This design comes from an exercise in tuning for small area and a short achievable clock period on the open sky130 flow, not from production work. Only the layout flow was run in this run; the RTL was not checked for function there. Power is estimated from default activity; no workload was simulated.

==> flow/design.v <==
package tru_pkg;
   localparam int NUM_PORTS = 8;
   localparam int PORT_ID_W = 3;
   localparam int FID_W    = 4;
   localparam int FID_NUM  = 16;
   localparam int SUB_NUM  = 4;
   localparam int SUB_ID_W = 2;
   localparam int STABLE_CNT_W = 7;
   localparam logic [STABLE_CNT_W-1:0] STABLE_CNT_MAX = 7'd100;
   localparam int PAT_W  = 2 * NUM_PORTS;
   localparam int PAIR_W = 5;
   localparam int PORT_W = PAIR_W * NUM_PORTS / 2;
endpackage
`timescale 1ns/1ps
module tru_port_state
(
   input  logic                           clk,
   input  logic                           rst_n_i,
   input  logic [tru_pkg::NUM_PORTS-1:0]  ep_status_i,
   output logic [tru_pkg::NUM_PORTS-1:0]  stable_o    
);
   logic [tru_pkg::STABLE_CNT_W-1:0] cnt_q [tru_pkg::NUM_PORTS];
   logic [tru_pkg::NUM_PORTS-1:0]    sat_w;
   always_comb
   begin
      for (int p = 0; p < tru_pkg::NUM_PORTS; p++)
      begin
         sat_w[p] = cnt_q[p][6] & cnt_q[p][5] & cnt_q[p][2];
      end
   end
   always_ff @(posedge clk)
   begin
      for (int p = 0; p < tru_pkg::NUM_PORTS; p++)
      begin
         if (!rst_n_i || !ep_status_i[p])
         begin
            cnt_q[p] <= '0;
         end
         else if (!sat_w[p])
         begin
            cnt_q[p] <= cnt_q[p] + 1'b1;
         end
      end
   end
   assign stable_o = {tru_pkg::NUM_PORTS{rst_n_i}} & ep_status_i & sat_w;
endmodule
`timescale 1ns/1ps
module tru_tab
(
   input  logic                                      clk,
   input  logic                                      rst_n_i,
   input  logic                                      wr_i,
   input  logic [tru_pkg::FID_W-1:0]                 wr_fid_i,
   input  logic [tru_pkg::SUB_ID_W-1:0]              wr_sub_i,
   input  logic [tru_pkg::PAT_W-1:0]                 wr_pat_i,
   input  logic [tru_pkg::PORT_W-1:0]                wr_port_i,
   input  logic [tru_pkg::FID_NUM-1:0]               rd_sel_i,    
   output logic [tru_pkg::SUB_NUM*tru_pkg::PAT_W-1:0] rd_pat_o,    
   output logic [3*tru_pkg::PORT_W-1:0]              rd_port_o    
);
   localparam int NF    = tru_pkg::FID_NUM;
   localparam int NS    = tru_pkg::SUB_NUM;
   localparam int PAT_W = tru_pkg::PAT_W;
   localparam int POR_W = tru_pkg::PORT_W;
   logic [PAT_W-1:0] pat_q [NF*NS];
   logic [POR_W-1:0] port_q [NF*(NS-1)];
   logic [PAT_W-1:0] pat_wdata;
   assign pat_wdata = wr_pat_i & {PAT_W{rst_n_i}};
   always_ff @(posedge clk)
   begin
      for (int f = 0; f < NF; f++)
      begin
         for (int s = 0; s < NS; s++)
         begin
            if (!rst_n_i || (wr_i && wr_fid_i == f && wr_sub_i == s))
            begin
               pat_q[f*NS+s] <= pat_wdata;
            end
         end
      end
   end
   always_ff @(posedge clk)
   begin
      for (int f = 0; f < NF; f++)
      begin
         for (int s = 1; s < NS; s++)
         begin
            if (wr_i && wr_fid_i == f && wr_sub_i == s)
            begin
               port_q[f*(NS-1)+s-1] <= wr_port_i;
            end
         end
      end
   end
   logic [NS*PAT_W-1:0]     pat_acc;
   logic [(NS-1)*POR_W-1:0] port_acc;
   always_comb
   begin
      pat_acc  = '0;
      port_acc = '0;
      for (int f = 0; f < NF; f++)
      begin
         for (int s = 0; s < NS; s++)
         begin
            pat_acc[s*PAT_W +: PAT_W] = pat_acc[s*PAT_W +: PAT_W] |
                                        (pat_q[f*NS+s] & {PAT_W{rd_sel_i[f]}});
         end
         for (int s = 1; s < NS; s++)
         begin
            port_acc[(s-1)*POR_W +: POR_W] = port_acc[(s-1)*POR_W +: POR_W] |
                                             (port_q[f*(NS-1)+s-1] & {POR_W{rd_sel_i[f]}});
         end
      end
   end
   assign rd_pat_o  = pat_acc;
   assign rd_port_o = port_acc;
endmodule
`timescale 1ns/1ps
module tru_resolve
(
   input  logic                                       clk,
   input  logic                                       rst_n_i,
   input  logic                                       req_valid_i,   
   input  logic [tru_pkg::PORT_ID_W-1:0]              req_port_i,
   input  logic [tru_pkg::NUM_PORTS-1:0]              pass_all_i,
   input  logic [tru_pkg::SUB_NUM*tru_pkg::PAT_W-1:0] entry_pat_i,   
   input  logic [3*tru_pkg::PORT_W-1:0]               entry_port_i,
   input  logic [tru_pkg::NUM_PORTS-1:0]              stable_i,      
   output logic                                       resp_valid_o,  
   output logic                                       resp_drop_o,
   output logic [tru_pkg::PORT_ID_W-1:0]              resp_port_o,
   output logic [tru_pkg::NUM_PORTS-1:0]              resp_port_mask_o
);
   localparam int NP    = tru_pkg::NUM_PORTS;
   localparam int PAT_W = tru_pkg::PAT_W;
   localparam int POR_W = tru_pkg::PORT_W;
   localparam int PR_W  = tru_pkg::PAIR_W;
   logic [NP-1:0]   down_w;
   logic [NP-1:0]   enabled_w;
   logic [NP-1:0]   egress_w;
   logic [3*NP-1:0] sel_w;    
   logic [3*NP-1:0] egr_w;
   logic [3*NP-1:0] ingr_w;
   logic [3:1]      match_w;
   logic            ingr_r;
   logic            drop_w;
   logic [NP-1:0]   mask_w;
   logic                          s1_valid_q;
   logic                          s1_drop_q;
   logic [tru_pkg::PORT_ID_W-1:0] s1_port_q;
   logic [NP-1:0]                 s1_port_mask_q;
   logic                          resp_valid_q;
   logic                          resp_drop_q;
   logic [tru_pkg::PORT_ID_W-1:0] resp_port_q;
   logic [NP-1:0]                 resp_port_mask_q;
   assign down_w = ~stable_i;
   for (genvar s = 1; s < 4; s++)
   begin : g_sub
      logic [NP-1:0] pat_x, pat_y;
      assign {pat_x, pat_y} = entry_pat_i[s*PAT_W +: PAT_W];
      assign match_w[s] = &((down_w & pat_x) | (~down_w & pat_y));
      for (genvar q = 0; q < NP/2; q++)
      begin : g_pair
         logic [PR_W-1:0] pc;
         assign pc = entry_port_i[(s-1)*POR_W + q*PR_W +: PR_W];
         assign sel_w[(s-1)*NP+2*q]    = ~(pc[4] & pc[3]);
         assign sel_w[(s-1)*NP+2*q+1]  = ~pc[4] | (pc[3] & ~pc[2]);
         assign egr_w[(s-1)*NP+2*q]    = pc[1];
         assign ingr_w[(s-1)*NP+2*q]   = pc[0];
         assign egr_w[(s-1)*NP+2*q+1]  = pc[4] ? pc[1] : pc[3];
         assign ingr_w[(s-1)*NP+2*q+1] = pc[4] ? pc[0] : pc[2];
      end
   end
   always_comb
   begin
      egress_w = entry_pat_i[NP +: NP];
      ingr_r   = entry_pat_i[req_port_i];
      for (int s = 1; s < 4; s++)
      begin
         if (match_w[s])
         begin
            egress_w = (egress_w & ~sel_w[(s-1)*NP +: NP]) |
                       (egr_w[(s-1)*NP +: NP] & sel_w[(s-1)*NP +: NP]);
            if (sel_w[(s-1)*NP + req_port_i])
            begin
               ingr_r = ingr_w[(s-1)*NP + req_port_i];
            end
         end
      end
   end
   assign enabled_w = pass_all_i & stable_i;   
   assign drop_w    = !(ingr_r && enabled_w[req_port_i]);
   assign mask_w    = drop_w ? '0 : (egress_w & enabled_w & ~(NP'(1) << req_port_i));
   always_ff @(posedge clk)
   begin
      if (!rst_n_i)
      begin
         s1_valid_q <= 1'b0;
      end
      else
      begin
         s1_valid_q <= req_valid_i;
      end
   end
   always_ff @(posedge clk)
   begin
      s1_drop_q      <= drop_w;
      s1_port_q      <= req_port_i;
      s1_port_mask_q <= mask_w;
   end
   always_ff @(posedge clk)
   begin
      if (!rst_n_i)
      begin
         resp_valid_q     <= 1'b0;
         resp_drop_q      <= 1'b0;
         resp_port_q      <= '0;
         resp_port_mask_q <= '0;
      end
      else
      begin
         resp_valid_q     <= s1_valid_q;
         resp_drop_q      <= s1_drop_q;
         resp_port_q      <= s1_port_q;
         resp_port_mask_q <= s1_port_mask_q;
      end
   end
   assign resp_valid_o     = resp_valid_q;
   assign resp_drop_o      = resp_drop_q;
   assign resp_port_o      = resp_port_q;
   assign resp_port_mask_o = resp_port_mask_q;
endmodule
`timescale 1ns/1ps
module tru_top
(
   input  logic        clk,
   input  logic        rst_n_i,
   input  logic        tab_wr_en_i,
   input  logic [3:0]  tab_wr_fid_i,
   input  logic [1:0]  tab_wr_sub_i,
   input  logic        tab_wr_valid_i,
   input  logic [7:0]  tab_wr_pattern_mask_i,
   input  logic [7:0]  tab_wr_pattern_match_i,
   input  logic [7:0]  tab_wr_ports_mask_i,
   input  logic [7:0]  tab_wr_ports_egress_i,
   input  logic [7:0]  tab_wr_ports_ingress_i,
   input  logic        req_valid_i,
   input  logic [3:0]  req_fid_i,
   input  logic [2:0]  req_port_i,
   input  logic [7:0]  ep_status_i,
   input  logic [7:0]  pass_all_i,
   output logic        resp_valid_o,
   output logic        resp_drop_o,
   output logic [2:0]  resp_port_o,
   output logic [7:0]  resp_port_mask_o
);
   localparam int NP    = tru_pkg::NUM_PORTS;
   localparam int PAT_W = tru_pkg::PAT_W;
   localparam int POR_W = tru_pkg::PORT_W;
   localparam int PR_W  = tru_pkg::PAIR_W;
   logic [NP-1:0]                             port_stable;
   logic [tru_pkg::SUB_NUM*PAT_W-1:0]         rd_pat;
   logic [3*POR_W-1:0]                        rd_port;
   logic [tru_pkg::FID_NUM-1:0]               rd_sel;
   for (genvar f = 0; f < tru_pkg::FID_NUM; f++)
   begin : g_sel
      assign rd_sel[f] = (req_fid_i == f);
   end
   logic          never_w;
   logic [NP-1:0] pat_x, pat_y;
   logic [PAT_W-1:0] wr_pat;
   logic [POR_W-1:0] wr_port;
   assign never_w = !tab_wr_valid_i ||
                    ((tab_wr_pattern_match_i & ~tab_wr_pattern_mask_i) != '0);
   assign pat_x   = {NP{!never_w}} & (~tab_wr_pattern_mask_i | tab_wr_pattern_match_i);
   assign pat_y   = {NP{!never_w}} & (~tab_wr_pattern_mask_i | ~tab_wr_pattern_match_i);
   assign wr_pat  = (tab_wr_sub_i == '0) ?
                    ({PAT_W{tab_wr_valid_i}} & {tab_wr_ports_egress_i, tab_wr_ports_ingress_i}) :
                    {pat_x, pat_y};
   for (genvar q = 0; q < NP/2; q++)
   begin : g_pair
      logic [1:0] ps, pe, pi;
      assign ps = tab_wr_ports_mask_i[2*q +: 2];
      assign pe = tab_wr_ports_egress_i[2*q +: 2];
      assign pi = tab_wr_ports_ingress_i[2*q +: 2];
      assign wr_port[q*PR_W +: PR_W] =
         (ps == 2'b11) ? {1'b0, pe[1], pi[1], pe[0], pi[0]} :
         (ps == 2'b01) ? {3'b100, pe[0], pi[0]} :
         (ps == 2'b10) ? {3'b110, pe[1], pi[1]} :
                         5'b11100;
   end
   tru_port_state u_port_state
   (
      .clk         (clk),
      .rst_n_i     (rst_n_i),
      .ep_status_i (ep_status_i),
      .stable_o    (port_stable)
   );
   tru_tab u_tab
   (
      .clk         (clk),
      .rst_n_i     (rst_n_i),
      .wr_i        (tab_wr_en_i),
      .wr_fid_i    (tab_wr_fid_i),
      .wr_sub_i    (tab_wr_sub_i),
      .wr_pat_i    (wr_pat),
      .wr_port_i   (wr_port),
      .rd_sel_i    (rd_sel),
      .rd_pat_o    (rd_pat),
      .rd_port_o   (rd_port)
   );
   tru_resolve u_resolve
   (
      .clk              (clk),
      .rst_n_i          (rst_n_i),
      .req_valid_i      (req_valid_i),
      .req_port_i       (req_port_i),
      .pass_all_i       (pass_all_i),
      .entry_pat_i      (rd_pat),
      .entry_port_i     (rd_port),
      .stable_i         (port_stable),
      .resp_valid_o     (resp_valid_o),
      .resp_drop_o      (resp_drop_o),
      .resp_port_o      (resp_port_o),
      .resp_port_mask_o (resp_port_mask_o)
   );
endmodule
==> flow/run.sh <==
#!/bin/bash
# synth_recipe.tcl (not shown) runs the flow's synth.tcl, then flattens the netlist and writes it again
# the make line also repeats each setting of config.mk as NAME=value (left out here)
make -C /OpenROAD-flow-scripts/flow DESIGN_CONFIG=/design/flow/config.mk WORK_HOME=/design/flow/orfs CLKGATE_MAP_FILE= SYNTH_SCRIPT=/design/flow/synth_recipe.tcl finish
==> flow/config.mk <==
export PLATFORM = sky130hd
export DESIGN_NAME = tru_top
export DESIGN_NICKNAME = tru_top
export VERILOG_FILES = /design/flow/design.v
export SDC_FILE = /design/flow/constraint.sdc
export NUM_CORES = 4
export LEC_CHECK = 0
export CAP_MARGIN = 20
export CORE_MARGIN = 2
export CORE_UTILIZATION = 40
export SETUP_SLACK_MARGIN = 2.0
export SLEW_MARGIN = 20
export SYNTH_HIERARCHICAL = 1
==> flow/constraint.sdc <==
create_clock -name core_clock -period 5.0 [get_ports {clk}]
set_input_delay 1.0000 -clock core_clock [delete_from_list [all_inputs] [get_ports {clk}]]
set_output_delay 1.0000 -clock core_clock [all_outputs]
set_load 0.01 [all_outputs]
==> run summary <==
Cells and area
Compared with the post-synthesis result, the final layout area differs by 22.0%. The filler cell count is 15400. The net count reported at finish is 4883. After routing the design area is approximately 94000 um2. Of the cells placed in the final design, the portion with a size suffix greater than 1 is 0.242.

Route
The via count of the routed design is between 40000 and 50000. The total iterations of the first detailed-routing run is 5. The wire length per cell after detailed routing is 29.3 um.

After the first detailed-routing iteration, the DRC count stood at 5374. The routed wire length is 219000 um. The ratio of routed vias to standard cells is 6.02. The count of nets left with antenna violations once routing finished came out at 0.

In the routed design, unresolved DRC markers number 0.

Timing
In the final timing run, aggregate negative setup slack is 0 ps. Across all setup checks in the final design, the least slack found is 1410 ps. The max-slew violation count was 0. The relative slew slack is 0.268.

Of the available clock period, the critical path in the final layout requires 0.719. Timing would allow up to 0.278 GHz. For the final database, setup skew stands at ~61 ps. Setup violations remaining at the end of the flow were counted as 0. Setup repair after global routing could not meet its margin everywhere.

The worst hold slack across all endpoints is 435 ps. Subtracting the final worst setup slack from the clock period gives 3590 ps. The total count of hold-check failures in the final report is 0. The transition time at the pin with the least slew margin is between 1000 and 1500 ps.

Floorplanning
The starting density of the core is 0.404. The floorplan die area is 196000 um2. The die is 443 um tall.

The die is 443 um wide. Row generation in the floorplan step produced 160 rows. The area of the core is 191000 um2. The number of I/O pins is 87.

Setup path
The maximum fanout encountered on the critical timing path is 12. The longest individual stage delay on the worst path is 360 ps. STA puts the critical path data arrival time at between 4000 and 5000 ps. The family with the most delay on the worst path is buffers and inverters.

Traced cell by cell, the critical path runs through buf_6, buf_8, nor4_4, buf_12, buf_12, buf_16, a22o_1, a221oi_4, nand4_1, mux2i_4, nor4_4, buf_12, nand3_2, mux2_4, mux2_4, mux2i_2, buf_4, a2111oi_4. The kind of critical path is input port to flop. For the worst setup path, the data required time is approximately 5700 ps. The number of buffers and inverters on the critical path is 7. The worst setup path is launched from an input port. The slowest stage of the critical path belongs to the cell sky130_fd_sc_hd__nor4_4.

The worst setup path is captured at a flop. The setup check on the worst reg-to-reg path leaves a slack of 1890 ps. The most numerous cell on the critical path is sky130_fd_sc_hd__buf_12.

Yosys
For this run, the register share of the synthesized area comes to 0.796. The mean area per synthesized cell is approximately 18 um2. The net count of the mapped netlist is about 4300.

Among all flip-flop cells after synthesis, the most frequent one is sky130_fd_sc_hd__edfxtp_1. After synthesis, the share of flip-flops with an asynchronous set or reset is 0. After synthesis the netlist holds a flip-flop and latch count of approximately 2100. Summing every instance area after synthesis gives 76900 um2. The most common cell in the synthesized netlist is sky130_fd_sc_hd__edfxtp_1. Ranked by instance count, the synthesized netlist is headed by sky130_fd_sc_hd__edfxtp_1, sky130_fd_sc_hd__a22o_1, sky130_fd_sc_hd__a221oi_1. The synthesized instance count is 4212. The synthesized design contains 1984 enable-type register cells. The share of synthesized area in the top cell type comes to 0.775. Of all cell types, the one taking the most synthesized area is sky130_fd_sc_hd__edfxtp_1. By area the synthesized netlist is led by sky130_fd_sc_hd__edfxtp_1, sky130_fd_sc_hd__a22o_1, sky130_fd_sc_hd__a221oi_1, sky130_fd_sc_hd__dfxtp_1, sky130_fd_sc_hd__nand4_1. In this run, distinct cell masters in the synthesized netlist total 69.

The number of warning messages in the yosys log is 12.

GRT
The number of antenna violations at the first check in global routing was 11. The first global-routing pass estimated roughly 310000 um of wire. Entering global routing, the biggest net connects 65 pins. The via count of the first global-routing pass was 43300. For this run the aggregate overflow at the end of global routing stands at 0. Across every metal layer, demand over resource in global routing totals 0.218.

CTS
CTS placed an instance of sky130_fd_sc_hd__clkbuf_16 at the clock tree root. Clock latency on the worst-skew pair, taken at its later pin, is 840 ps. The clock transition at the registers of the reported paths is 60 ps. The H-tree was split into 4 levels. The longest clock path from root to sink contains 3 buffers. TritonCTS built the clock tree. The count of clock tree sinks is 2066.

For this design, the CTS-stage hold fixing added 0 buffers. In this run, CTS created clock tree buffers numbering 199.

Place
At the end of routability-driven placement, the weighted congestion stood at 0.908. The count of buffers from port buffering is 86. The worst setup slack before clock tree synthesis is -208 ps. The HPWL after detailed placement is 132000 um. The post-detailed-placement cell area is about 84000 um2.

Pwr
The worst vdd rail ir drop is 0.309 mV. The power density over cell area is ~400 nW/um2. For this design the static power due to leakage is 30.8 nW.

Hold path
The worst min-delay path category is flop to flop.

Run
Max-cap violations in this run came to 0.

Status
The flow ran to the end and the layout has no timing, DRC or antenna violations.
[placed cells by master, fill, tap and decap left out, types with 19 or more instances in the layout]
cell type	instances
sky130_fd_sc_hd__inv_1	26
sky130_fd_sc_hd__clkinv_1	41
sky130_fd_sc_hd__a221oi_2	132
sky130_fd_sc_hd__nand2b_1	19
sky130_fd_sc_hd__o21ai_2	35
sky130_fd_sc_hd__clkinv_2	32
sky130_fd_sc_hd__o21ai_0	38
sky130_fd_sc_hd__nand2_1	84
sky130_fd_sc_hd__buf_6	24
sky130_fd_sc_hd__nand4_1	130
sky130_fd_sc_hd__ha_1	20
sky130_fd_sc_hd__a31oi_1	22
sky130_fd_sc_hd__a221oi_1	354
sky130_fd_sc_hd__a22o_1	512
sky130_fd_sc_hd__bufinv_16	23
sky130_fd_sc_hd__edfxtp_1	1984
sky130_fd_sc_hd__clkdlybuf4s50_1	79
sky130_fd_sc_hd__clkbuf_1	44
sky130_fd_sc_hd__buf_12	85
sky130_fd_sc_hd__buf_4	406
sky130_fd_sc_hd__nor2_1	51
sky130_fd_sc_hd__dfxtp_1	82
sky130_fd_sc_hd__o21ai_1	33
sky130_fd_sc_hd__a21oi_1	35
sky130_fd_sc_hd__mux2i_1	33
sky130_fd_sc_hd__clkbuf_16	202
sky130_fd_sc_hd__nand3_1	45
sky130_fd_sc_hd__nor2_2	51
[layer usage]
| metal | routed length (um) | part of all wire | global-route usage | up-vias |
|---|---|---|---|---|
| met4 | 5910 | 0.027 | 0.0591 | 0 |
| met1 | 88600 | 0.40 | 0.300 | 23500 |
| met5 | 0 | 0 | 0 | - |
| li1 | - | - | - | 19200 |
| met3 | 17700 | 0.081 | 0.0383 | 321 |
| met2 | 107000 | 0.49 | 0.358 | 1997 |
[per-module statistics from Yosys (local to each module, per instance)]
module	area [um2]	cells	copies in the design
tru_tab	71100	3498	1
tru_resolve	2560	313	1
tru_port_state	2380	269	1
tru_top	840	132	1
[timing repair]
| item | 4_1_cts | 5_1_grt |
|---|---|---|
| pin swaps | 67 | 14 |
| buffers inserted | 99 | 9 |
| endpoints found under the setup margin | 182 | 212 |
| resized for setup | 232 | 58 |
| gates cloned | 23 | 2 |
[layout make-up]
type                       count  area, um2  area share
antenna                        2       5.00   0.0000533
clock buffer                 252       5270      0.0562
clock inverter               115       1260      0.0134
inverter                      30        113     0.00120
multi-input combinational   1856      16000       0.170
sequential                  2066      61200       0.652
tap                         2511       3140      0.0335
timing repair buffer         636       6870      0.0731
[kinds of logic after synthesis]
group / count (synthesis) / synth area share
fa+ha+maj: 20 / 0.00325
compound gates: 1234 / 0.133
simple gates: 526 / 0.0369
buf+inv: 292 / 0.0203
xor+xnor: 12 / 0.00137
mux: 62 / 0.00917
flops: 2066 / 0.796
[registers in the layout (all words and copies together), names as in the netlist]
signal / count
u_resolve.s1_valid_q: 1
u_tab.port_q: 960
u_resolve.resp_port_mask_q: 8
u_resolve.resp_port_q: 3
u_tab.pat_q: 1024
u_resolve.s1_port_mask_q: 8
u_resolve.resp_valid_q: 1
u_resolve.s1_drop_q: 1
u_port_state.cnt_q: 56
u_resolve.s1_port_q: 3
u_resolve.resp_drop_q: 1
[through the flow]
stage	instances	total power, mW	utilization
5_1_grt	7467	38.4	0.493
6_report	7468	37.3	0.493
3_5_place_dp	6966	22.3	0.442
4_1_cts	7455	37.4	0.490
3_3_place_gp	6966	22.2	0.442
2_1_floorplan	4212	21.2	-
[worst paths after layout]
| path | from | endpoint | cells past startpoint |
|---|---|---|---|
| min reg2reg | u_resolve.s1_port_q[0] | u_resolve.resp_port_q[0] | 1 |
| max | req_fid_i[3] | u_resolve.s1_port_mask_q[6] | 18 |
| max reg2reg | u_tab.pat_q[1][2] | u_resolve.s1_port_mask_q[5] | 12 |
| min | u_resolve.s1_port_q[0] | u_resolve.resp_port_q[0] | 1 |
[worst register-to-register path, cell delays in order (launching register included)]
cell                        delay [ps]
sky130_fd_sc_hd__edfxtp_1          370
sky130_fd_sc_hd__a22o_1            230
sky130_fd_sc_hd__a221oi_1          440
sky130_fd_sc_hd__nand4_1           180
sky130_fd_sc_hd__mux2i_2           270
sky130_fd_sc_hd__nor4_4            110
sky130_fd_sc_hd__buf_12            160
sky130_fd_sc_hd__and2_4            180
sky130_fd_sc_hd__a211o_1           290
sky130_fd_sc_hd__o2111a_2          180
sky130_fd_sc_hd__o311ai_4          310
sky130_fd_sc_hd__buf_6             200
sky130_fd_sc_hd__a2111oi_4          40
[report_power, final]
part / internal (mW) / leakage, nW / switching, mW
Clock: 8.66 / 3.19 / 6.45
Sequential: 19.7 / 19.1 / 0.205
Combinational: 0.787 / 8.56 / 1.48
Total: 29.2 / 30.8 / 8.13

## re-timing with driven ports
How much do the figures lean on ideal ports? The routed layout below was timed once more, with nothing changed but the port constraints. Step 1 assumes that a clkbuf_16 drives the clock port and a buf_2 every other input. Step 2 moves the port delays by t, midway between the first and last clock arrival at a register: inputs arrive t later, outputs are due t later. That takes back most of the time a late clock gives input paths. Three values: ideal ports, drivers, drivers and shift; two values: the first two.
t, ns: 0.897
slack for setup (ns): 1.407 / 1.453 / 0.556
worst setup path after step 2: input to register
worst register clock-pin slew, ns: 0.07 / 0.07
pins driven straight from the clock port: 1
After both steps this run still meets setup and hold. For this run, drivers alone change the setup slack by +0.046 ns; drivers and shift together by -0.851 ns.
